Background: an optimization exercise with open tools, aiming at small area, a short achievable clock period and few clock cycles per item. Do not read the settings as production practice. The RTL was checked by simulation tests, not by an equivalence proof against the original design. Power figures rest on the tool's default switching activity, not on a simulated workload.

[run.sh]
#!/bin/bash
# synth_recipe.tcl (not shown) runs the flow's synth.tcl, then flattens the netlist and writes it again
# the make line also repeats each setting of config.mk as NAME=value (left out here)
make -C /OpenROAD-flow-scripts/flow DESIGN_CONFIG=/design/flow/config.mk WORK_HOME=/design/flow/orfs CLKGATE_MAP_FILE= SYNTH_SCRIPT=/design/flow/synth_recipe.tcl finish
[config.mk]
export PLATFORM = sky130hd
export DESIGN_NAME = gcd_lcm_unit_core
export DESIGN_NICKNAME = gcd_lcm_unit_core
export VERILOG_FILES = /design/flow/design.v
export SDC_FILE = /design/flow/constraint.sdc
export NUM_CORES = 4
export LEC_CHECK = 0
export CAP_MARGIN = 20
export CORE_MARGIN = 2
export CORE_UTILIZATION = 40
export SLEW_MARGIN = 20
[constraint.sdc]
create_clock -name core_clock -period 6.0 [get_ports {clk_i}]
set_input_delay 1.2000 -clock core_clock [delete_from_list [all_inputs] [get_ports {clk_i}]]
set_output_delay 1.2000 -clock core_clock [all_outputs]
set_load 0.01 [all_outputs]
[design.v]
`timescale 1ns / 1ps
`default_nettype none
package glu_pkg;
  localparam int unsigned DataW = 64;
  localparam int unsigned WorkW = DataW + 1;
  localparam int unsigned CntW  = 7;
  localparam int unsigned ShMax = 4;
  localparam int unsigned ShW   = 3;
  localparam int unsigned InDataW  = 2 * DataW;
  localparam int unsigned OutDataW = DataW;
  localparam logic OpGcd = 1'b0;
  localparam logic OpLcm = 1'b1;
  localparam int unsigned NumSt = 11;
  localparam int unsigned SIdle = 0;
  localparam int unsigned SSa   = 1;   
  localparam int unsigned SGcd  = 2;   
  localparam int unsigned SGfin = 3;   
  localparam int unsigned SRld  = 4;   
  localparam int unsigned SDiv  = 5;   
  localparam int unsigned SMul  = 6;   
  localparam int unsigned SFill = 7;   
  localparam int unsigned SZero = 8;   
  localparam int unsigned SOut  = 9;
  localparam int unsigned SOne  = 10;  
endpackage : glu_pkg
`default_nettype wire
`timescale 1ns / 1ps
`default_nettype none
import glu_pkg::*;
module gcd_lcm_unit_core (
  input  wire logic                clk_i,
  input  wire logic                rst_ni,
  input  wire logic                s_axis_tvalid,
  output      logic                s_axis_tready,
  input  wire logic [glu_pkg::InDataW-1:0]  s_axis_tdata,   
  input  wire logic                s_axis_tuser,   
  output      logic                m_axis_tvalid,
  input  wire logic                m_axis_tready,
  output      logic [glu_pkg::OutDataW-1:0] m_axis_tdata,   
  output      logic                m_axis_tuser    
);
  logic [NumSt-1:0]  st_q, st_d;
  logic [NumSt-1:0]  sd_q;          
  logic [WorkW-1:0]  u_q, u_d;      
  logic [WorkW-1:0]  v_q, v_d;      
  logic [CntW-1:0]   k_q, k_d;      
  logic [CntW-1:0]   c_q, c_d;      
  logic              sb_q, sb_d;    
  logic              mf_q, mf_d;    
  logic              za_q, za_d;    
  logic              zb_q, zb_d;    
  logic              ovf_q, ovf_d;
  logic              lcm_q, lcm_d;  
  logic [DataW-1:0]  op_a, op_b;
  assign op_a   = s_axis_tdata[DataW-1:0];
  assign op_b   = s_axis_tdata[InDataW-1:DataW];
  logic              a_u, a_v2;               
  logic              b_v, b_a, b_b;           
  logic              inv, cin;
  logic [WorkW-1:0]  add_a, add_b, s;
  logic              sh0;           
  logic              divmode;       
  logic              qbit;
  logic [ShW-1:0]    j;
  logic [ShMax-1:0]  fill;
  logic [WorkW+ShMax-1:0] sh_ext;
  logic [WorkW-1:0]  sh;
  logic              u_zero, r_zero;
  logic [WorkW-1:0]  rmask;
  logic              mbit, mul_ovf, mul_last;
  logic [CntW-1:0]   c_dec;
  logic              start;
  assign add_a = ({WorkW{a_u}} & u_q) | ({WorkW{a_v2}} & {v_q[WorkW-2:0], 1'b0});
  assign add_b = ({WorkW{b_v}} & v_q)
               | ({WorkW{b_a}} & {op_a[DataW-1], op_a})
               | ({WorkW{b_b}} & {op_b[DataW-1], op_b});
  assign s = add_a + (add_b ^ {WorkW{inv}}) + {{(WorkW-1){1'b0}}, cin};
  function automatic logic [ShW-1:0] tz3(input logic [ShMax-1:0] x);
    tz3 = ShW'(ShMax);
    for (int i = ShMax - 1; i >= 0; i--) begin
      if (x[i]) tz3 = ShW'(i);
    end
  endfunction
  logic [ShMax-1:0] v_mag3, d3;
  assign v_mag3 = v_q[WorkW-1] ? (ShMax'(0) - v_q[ShMax-1:0]) : v_q[ShMax-1:0];
  assign d3     = u_q[ShMax-1:0] - v_mag3;
  always_comb begin
    j = '0;
    if (sd_q[SIdle] || sd_q[SOut] || sd_q[SRld]) j = tz3(op_a[ShMax-1:0]);
    if (sd_q[SSa])  j = u_q[0] ? tz3(op_b[ShMax-1:0]) : tz3(u_q[ShMax-1:0]);
    if (sd_q[SGcd]) j = !u_q[0] ? tz3(u_q[ShMax-1:0]) : !v_q[0] ? tz3(v_q[ShMax-1:0]) : tz3(d3);
    if (sd_q[SDiv]) j = u_q[0] ? tz3(d3) : tz3(u_q[ShMax-1:0]);
  end
  assign fill   = divmode ? {{(ShMax-1){1'b0}}, qbit} : {ShMax{s[WorkW-1]}};
  assign sh_ext = {fill, s} >> j;
  assign sh     = sh_ext[WorkW-1:0];
  assign rmask  = {WorkW{1'b1}} >> c_q;
  assign r_zero = ((u_q & rmask) == '0);
  function automatic logic [CntW-2:0] hipair(input logic [WorkW:0] x);
    hipair = '0;
    for (int i = 0; i < (WorkW + 1) / 2; i++) begin
      if (x[2*i] | x[2*i+1]) hipair = (CntW-1)'(i);
    end
  endfunction
  logic [CntW-2:0]   hp_a, hp_b, hp_u;
  logic              nz_a, nz_b, gcd_ovf;
  assign hp_a    = hipair({2'b00, op_a ^ {DataW{op_a[DataW-1]}}});
  assign hp_b    = hipair({2'b00, op_b ^ {DataW{op_b[DataW-1]}}});
  assign hp_u    = hipair({1'b0, u_q});
  assign nz_a    = ((op_a ^ {DataW{op_a[DataW-1]}}) != '0);
  assign nz_b    = ((op_b ^ {DataW{op_b[DataW-1]}}) != '0);
  assign gcd_ovf = nz_a && nz_b &&
                   ({hp_a, 1'b0} + {hp_b, 1'b0}) >= ({1'b0, hp_u, 1'b0} + {1'b0, k_q} + 8'd66);
  assign u_zero = (u_q == '0);
  logic              g_done;
  assign g_done = u_zero || (!sb_q && (v_q == WorkW'(1) || v_q == '1));
  logic              u_one;
  assign u_one  = !sb_q && (u_q == WorkW'(1));
  assign mbit     = u_q[WorkW-1];
  assign mul_ovf  = (v_q[DataW-1] & !mf_q) | s[WorkW-1];
  assign c_dec    = c_q - CntW'(1);
  assign mul_last = (c_dec == k_q);
  assign m_axis_tvalid = st_q[SOut];
  assign m_axis_tdata  = v_q[DataW-1:0];
  assign m_axis_tuser  = ovf_q;
  assign start = s_axis_tvalid && (sd_q[SIdle] || (sd_q[SOut] && m_axis_tready));
  always_comb begin
    st_d    = sd_q;
    u_d     = u_q;
    v_d     = v_q;
    k_d     = k_q;
    c_d     = c_q;
    sb_d    = sb_q;
    mf_d    = mf_q;
    za_d    = za_q;
    zb_d    = zb_q;
    ovf_d   = ovf_q;
    lcm_d   = lcm_q;
    a_u     = 1'b0;
    a_v2    = 1'b0;
    b_v     = 1'b0;
    b_a     = 1'b0;
    b_b     = 1'b0;
    inv     = 1'b0;
    cin     = 1'b0;
    sh0     = 1'b0;
    divmode = 1'b0;
    qbit    = 1'b0;
    s_axis_tready = 1'b0;
    if (sd_q[SIdle] || sd_q[SOut] || sd_q[SRld]) begin
      b_a = 1'b1;
      inv = op_a[DataW-1];
      cin = op_a[DataW-1];
    end
    if (sd_q[SSa]) begin
      a_u = !u_q[0];
      b_b = u_q[0];
    end
    if (sd_q[SGcd]) begin
      a_u = !u_q[0] | v_q[0];
      b_v = u_q[0];
      inv = u_q[0] & v_q[0] & !v_q[WorkW-1];
      cin = u_q[0] & v_q[0] & !v_q[WorkW-1];
    end
    if (sd_q[SDiv]) begin
      a_u = 1'b1;
      b_v = u_q[0];
      inv = u_q[0] & !v_q[WorkW-1];
      cin = u_q[0] & !v_q[WorkW-1];
    end
    if (sd_q[SGfin]) begin
      sh0  = 1'b1;
      b_v  = v_q[WorkW-1];
      a_v2 = !v_q[WorkW-1];
      inv  = v_q[WorkW-1];
      cin  = v_q[WorkW-1];
    end
    if (sd_q[SOne]) begin
      sh0 = 1'b1;
      cin = 1'b1;
    end
    if (sd_q[SFill]) begin
      sh0 = 1'b1;
      inv = 1'b1;
    end
    if (sd_q[SMul]) begin
      sh0  = 1'b1;
      a_v2 = !mf_q;
      b_b  = mbit;
      inv  = mbit & op_b[DataW-1];
      cin  = mbit & op_b[DataW-1];
    end
    if (sd_q[SZero]) begin
      sh0 = 1'b1;
      if (lcm_q == OpGcd) begin
        b_a = !za_q;
        b_b = za_q;
        inv = za_q ? op_b[DataW-1] : op_a[DataW-1];
        cin = inv;
      end
    end
    if (sd_q[SRld] || sd_q[SDiv]) begin
      divmode = 1'b1;
      qbit    = u_q[0] & sd_q[SDiv];
    end
    if (sd_q[SIdle] || sd_q[SOut]) begin
      if (sd_q[SIdle] || m_axis_tready) begin
        st_d = '0;
        st_d[SIdle] = 1'b1;
      end
      if (start) begin
        u_d   = sh;
        k_d   = CntW'(j);
        za_d  = (op_a == '0);
        zb_d  = (op_b == '0);
        ovf_d = 1'b0;
        lcm_d = s_axis_tuser;
        st_d  = '0;
        st_d[SSa] = 1'b1;
      end
    end
    if (sd_q[SSa]) begin
      if (za_q || zb_q) begin
        st_d = '0;
        st_d[SZero] = 1'b1;
      end else if (!u_q[0]) begin
        u_d = sh;
        k_d = k_q + CntW'(j);
      end else begin
        v_d  = sh;
        c_d  = CntW'(j);
        sb_d = 1'b1;
        st_d = '0;
        st_d[SGcd] = 1'b1;
      end
    end
    if (sd_q[SZero]) begin
      v_d           = sh;
      s_axis_tready = 1'b1;
      st_d          = '0;
      st_d[SOut]    = 1'b1;
    end
    if (sd_q[SGcd]) begin
      if (g_done) begin
        st_d = '0;
        if (lcm_q == OpLcm) begin
          st_d[SRld] = 1'b1;
        end else if (!v_q[WorkW-1] && k_q == '0) begin
          s_axis_tready = 1'b1;
          st_d[SOut]    = 1'b1;
        end else begin
          st_d[SGfin] = 1'b1;
        end
      end else if (!u_q[0]) begin
        u_d = sh;
      end else if (!v_q[0]) begin
        v_d = sh;
        if (sb_q) c_d = c_q + CntW'(j);
      end else begin
        if (s[WorkW-1]) v_d = sh;
        else            u_d = sh;
        if (sb_q) begin
          sb_d = 1'b0;
          if (c_q < k_q) k_d = c_q;
        end
      end
    end
    if (sd_q[SGcd] && !g_done && u_one) begin
      st_d = '0;
      st_d[SOne] = 1'b1;
    end
    if (sd_q[SOne]) begin
      v_d  = sh;
      st_d = '0;
      if (lcm_q == OpLcm) begin
        st_d[SRld] = 1'b1;
      end else if (k_q == '0) begin
        s_axis_tready = 1'b1;
        st_d[SOut]    = 1'b1;
      end else begin
        st_d[SGfin] = 1'b1;
      end
    end
    if (sd_q[SGcd] && !u_zero && lcm_q == OpLcm && gcd_ovf) begin
      st_d = '0;
      st_d[SFill] = 1'b1;
    end
    if (sd_q[SGfin]) begin
      v_d = sh;
      if (!v_q[WorkW-1]) k_d = k_q - CntW'(1);
      if (v_q[WorkW-1] ? (k_q == '0) : (k_q == CntW'(1))) begin
        s_axis_tready = 1'b1;
        st_d          = '0;
        st_d[SOut]    = 1'b1;
      end
    end
    if (sd_q[SRld]) begin
      u_d  = sh;
      c_d  = CntW'(j);
      st_d = '0;
      st_d[SDiv] = 1'b1;
    end
    if (sd_q[SDiv]) begin
      if (r_zero) begin
        mf_d = 1'b1;
        st_d = '0;
        st_d[SMul] = 1'b1;
      end else begin
        u_d = sh;
        c_d = c_q + CntW'(j);
      end
    end
    if (sd_q[SMul]) begin
      v_d   = sh | {WorkW{mul_ovf}};
      ovf_d = mul_ovf;
      u_d   = {u_q[WorkW-2:0], 1'b0};
      c_d   = c_dec;
      mf_d  = 1'b0;
      if (mul_last) begin
        s_axis_tready = 1'b1;
        st_d          = '0;
        st_d[SOut]    = 1'b1;
      end else if (mul_ovf) begin
        st_d = '0;
        st_d[SFill] = 1'b1;
      end
    end
    if (sd_q[SFill]) begin
      v_d           = sh;
      ovf_d         = 1'b1;
      s_axis_tready = 1'b1;
      st_d          = '0;
      st_d[SOut]    = 1'b1;
    end
  end
  always_ff @(posedge clk_i or negedge rst_ni) begin
    if (!rst_ni) begin
      st_q <= NumSt'(1) << SIdle;
    end else begin
      st_q <= st_d;
    end
  end
  always_ff @(posedge clk_i) begin
    if (!rst_ni) sd_q <= NumSt'(1) << SIdle;
    else         sd_q <= st_d;
  end
  always_ff @(posedge clk_i) begin
    u_q   <= u_d;
    v_q   <= v_d;
    k_q   <= k_d;
    c_q   <= c_d;
    sb_q  <= sb_d;
    mf_q  <= mf_d;
    za_q  <= za_d;
    zb_q  <= zb_d;
    ovf_q <= ovf_d;
    lcm_q <= lcm_d;
  end
endmodule
`default_nettype wire
==> reports/qor.yml <==
path_class: "register to output pin"
firstDrtPassIters: 13
worst_path_largest_cell_delay_ns: 0.90
critPathTopFamily: "simple AND/OR/NAND/NOR gates"
maxSlewHeadroom_pct: 27.6
routed_wl_um: 114000
ys_types: 94
syn_nets: 3142
hold_end: "ovf_q$_SDFFE_PP1P_"
nNetsFinal: 3674
synthArstFlopShare_pct: 0.617
ys_top_cells_by_area: "dfxtp_1 (15%), ha_1 (7.0%), a21oi_1 (6.1%)"
hold_viol_final: 0
p_leak_nw: 11.3
root_buffer: "clkbuf_16"
portBuffers: 199
cts.reportedPaths.clkPinSlew_ns: 0.07
drc: 0
drt_iter0_drc: 4245
ys_warn_count: 1
die_area_mm2: 0.0530
syn_avg_cell_area_um2: 7.09
ctsHtreeMaxLevel: 4
outcome: "complete, but fails checks"
synth_most_common_cell: "nand2_1"
cp_num_buf_inv: 1
grt_pass1_vias: 24910
final_max_slew_viol_count: 0
cellPowerDensity_mw_per_mm2: 453
num_io_pins: 200
holdPathStages: 2
ff2ff_path_depth: 17
die-width_um: 230
reg2reg_from: "sd_q[3]$_SDFF_PN0_"
core_mm2: 0.0504
arrival_ns: 4.91
startpoint_type: "register"
clk_latency_ns: 0.48
yosysSeqAreaShare_pct: 16.0
multi_input_area_mm2: 0.0159
setup_ws_ns: -0.111
rows: 82
r2r_end: "u_q[21]$_DFF_P_"
yosys.area.top_type: "dfxtp_1"
cp_max_fo: 6
drive_above_1_share_pct: 20.1
timing.fmax_mhz: 164
grt_pass1_wl_um: 164000
start_util_pct: 40.7
ys_top_cells_by_count: "nand2_1 (297), nor2_1 (269), a21oi_1 (251)"
drv_cap: 0
vias: 27075
ir_worst_vdd_mv: 0.338
grt_usage_pct: 41.2
fin_hold_ws_ns: 0.513
fillerInstances: 4934
crit_start: "v_q[29]$_DFF_P_"
holdCritPathClass: "register to register"
synth-seq-cells: 162
place_congestion: 1.07
antenna_found_initial: 5
hpwl_um: 91900
numCtsBuffers: 17
synth_flop_cell: "dfxtp_1"
postRouteAntennaNets: 0
worst_path_most_repeated_cell: "or4_1"
crit_chain: "nor4_2 > nand4_1 > or4_1 > a21oi_1 > o21ai_1 > or4_1 > nand2_1 > clkdlybuf4s50_1"
ctsLongestPathBuffers: 2
setup_violations: 1
hold_start: "ovf_q$_SDFFE_PP1P_"
synth-edff-count: 3
grt_max_degree: 118
vias_per_cell: 6.59
min_period_ns: 6.11
period_share_pct: 102
critPathRequiredTime_ns: 4.80
grt_overflow: 0
tightest_slew_ns: 1.07
die_h_um: 230
syn_to_final_growth_pct: 33.7
synth_cells: 2888
clock_skew_ns: 0.0232
failed_layout_checks: "setup timing"
wire_per_inst_um: 27.8
cp-end-kind: "output pin"
cts_tree: "done"
slowest_stage: "nor4_2"
rrSetupSlack_ns: 0.23
syn_area_mm2: 0.0205
totalPowerFinal_w: 0.0124
synth_top_area_share_pct: 15.4
cts_num_sinks: 162
seq_area_mm2: 0.00328
cells by family (layout without fill, tap and decap cells):
family                   after synthesis  count (layout)  share of synthesized area, %
other                                  0               2                             0
AO/OA/AOI/OAI                       1041            1041                          34.8
AND/OR/NAND/NOR                     1001            1001                          23.3
XOR/XNOR                             142             142                          6.07
buffers and inverters                327             871                          7.48
adder cells (fa/ha/maj)              121             121                          7.65
multiplexers                          94              95                          4.73
flip-flops                           162             162                          16.0
cell type report:
| class | instances | area share, % |
|---|---|---|
| multi-input cells | 2400 | 58.2 |
| clock buffers | 23 | 1.78 |
| repair buffers | 757 | 23.5 |
| inverters | 82 | 1.12 |
| diodes | 2 | 0.0183 |
| clock inverters | 9 | 0.352 |
| flip-flops and latches | 162 | 12.0 |
| well taps | 672 | 3.07 |
layout by cell type, fill, tap and decap left out, drive strengths merged, types with 14 or more instances in the layout:
cell and n:
mux2 19, o22ai 48, o22a 31, a2111oi 14
nand2 297, dfxtp 158, nand2b 17, nor4 67
xor2 97, a211oi 39, and3 16, mux2i 76
a22o 72, nor3 73, a21o 41, a21boi 20
a22oi 15, o21bai 15, nand4 63, a21oi 251
inv 81, ha 114, o21ai 216, o31ai 21
or4 25, a222oi 66, clkbuf 23, o211ai 23
xnor2 45, nor2b 19, or3 29, clkdlybuf4s50 197
o21a 16, nor2 269, nand3 79, buf 560
a221oi 24, a31oi 41
stage by stage:
stage	utilization [%]	setup slack (ns)	TNS [ns]	cells	area, µm²
after floorplan	-	0.0600	0	2888	20500
after global placement	52.7	-0.596	-28.35	4063	26500
after detailed placement	52.7	-0.598	-34.80	4063	26600
after CTS	53.9	0.00424	0	4095	27100
after global routing	54.4	-0.00923	-0.0116	4106	27400
final	54.4	-0.111	-0.111	4107	27400
where the power goes:
group	switching, W	total [W]	internal, W	leakage, nW
clock network	0.000517	0.00114	0.000620	0.277
registers	0.00122	0.00281	0.00159	1.37
logic	0.00477	0.00845	0.00368	9.66
total	0.00650	0.0124	0.00589	11.3
how the worst max path moves through the flow:
stage | slack [ns] | cells past startpoint | end
2_1_floorplan | 0.06 | 22 | u_q[37]$_DFF_P_
3_3_place_gp | -0.60 | 24 | sd_q[0]$_SDFF_PN1_
3_5_place_dp | -0.60 | 24 | sd_q[0]$_SDFF_PN1_
4_1_cts | 0.004 | 24 | sd_q[0]$_SDFF_PN1_
5_1_grt | -0.009 | 24 | sd_q[0]$_SDFF_PN1_
6_report | -0.11 | 8 | s_axis_tready
sequential cells by signal, summed over array words and instances, names as in the netlist:
signal and count:
st_q 1, lcm_q 1, u_q 65, za_q 1, zb_q 1, sd_q 11
mf_q 1, k_q 7, v_q 65, c_q 7, ovf_q 1, sb_q 1
worst min-delay path, cell delays in order, from the launching register on:
cell and delay, ns:
dfxtp_1 0.34, a31oi_1 0.08, nand2_1 0.07
repair_timing:
action	4_1_cts	5_1_grt
cloned	0	1
pin swaps	0	12
resized for setup	3	37
endpoints found under the setup margin	6	95
hold buffers	0	0
buffers inserted	0	8
metal layers:
metal	part of all wire (%)	global-route usage, %
met1	39	52.7
met5	0.061	0
met3	10	7.89
met2	42	63.0
met4	7.9	27.2
Testbench counts, summed over its fixed seeds: cycles 23,294, items 960.

re-timing with driven ports:
The flow's constraints put no driver on any port. The routed layout listed below was extracted and timed again, unchanged, in two steps.
Step 1, drivers: a clkbuf_16 drives clk_i and a buf_2 each remaining input, both assumed.
Step 2, shift: input delay + t, output delay - t, t = (earliest + latest rising clock arrival at the registers) / 2. This alone moves slack from input paths to output paths.
Three values: no drivers, after step 1, after step 2; two values: the first two.
t (ns): 0.528
setup WS [ns]: -0.111 / -0.167 / -0.391
hold slack, ns: 0.513 / 0.513 / 0.513
cell pins on the clock port's net: 1
For this run, drivers alone change the setup slack by -0.056 ns; drivers and shift together by -0.280 ns.
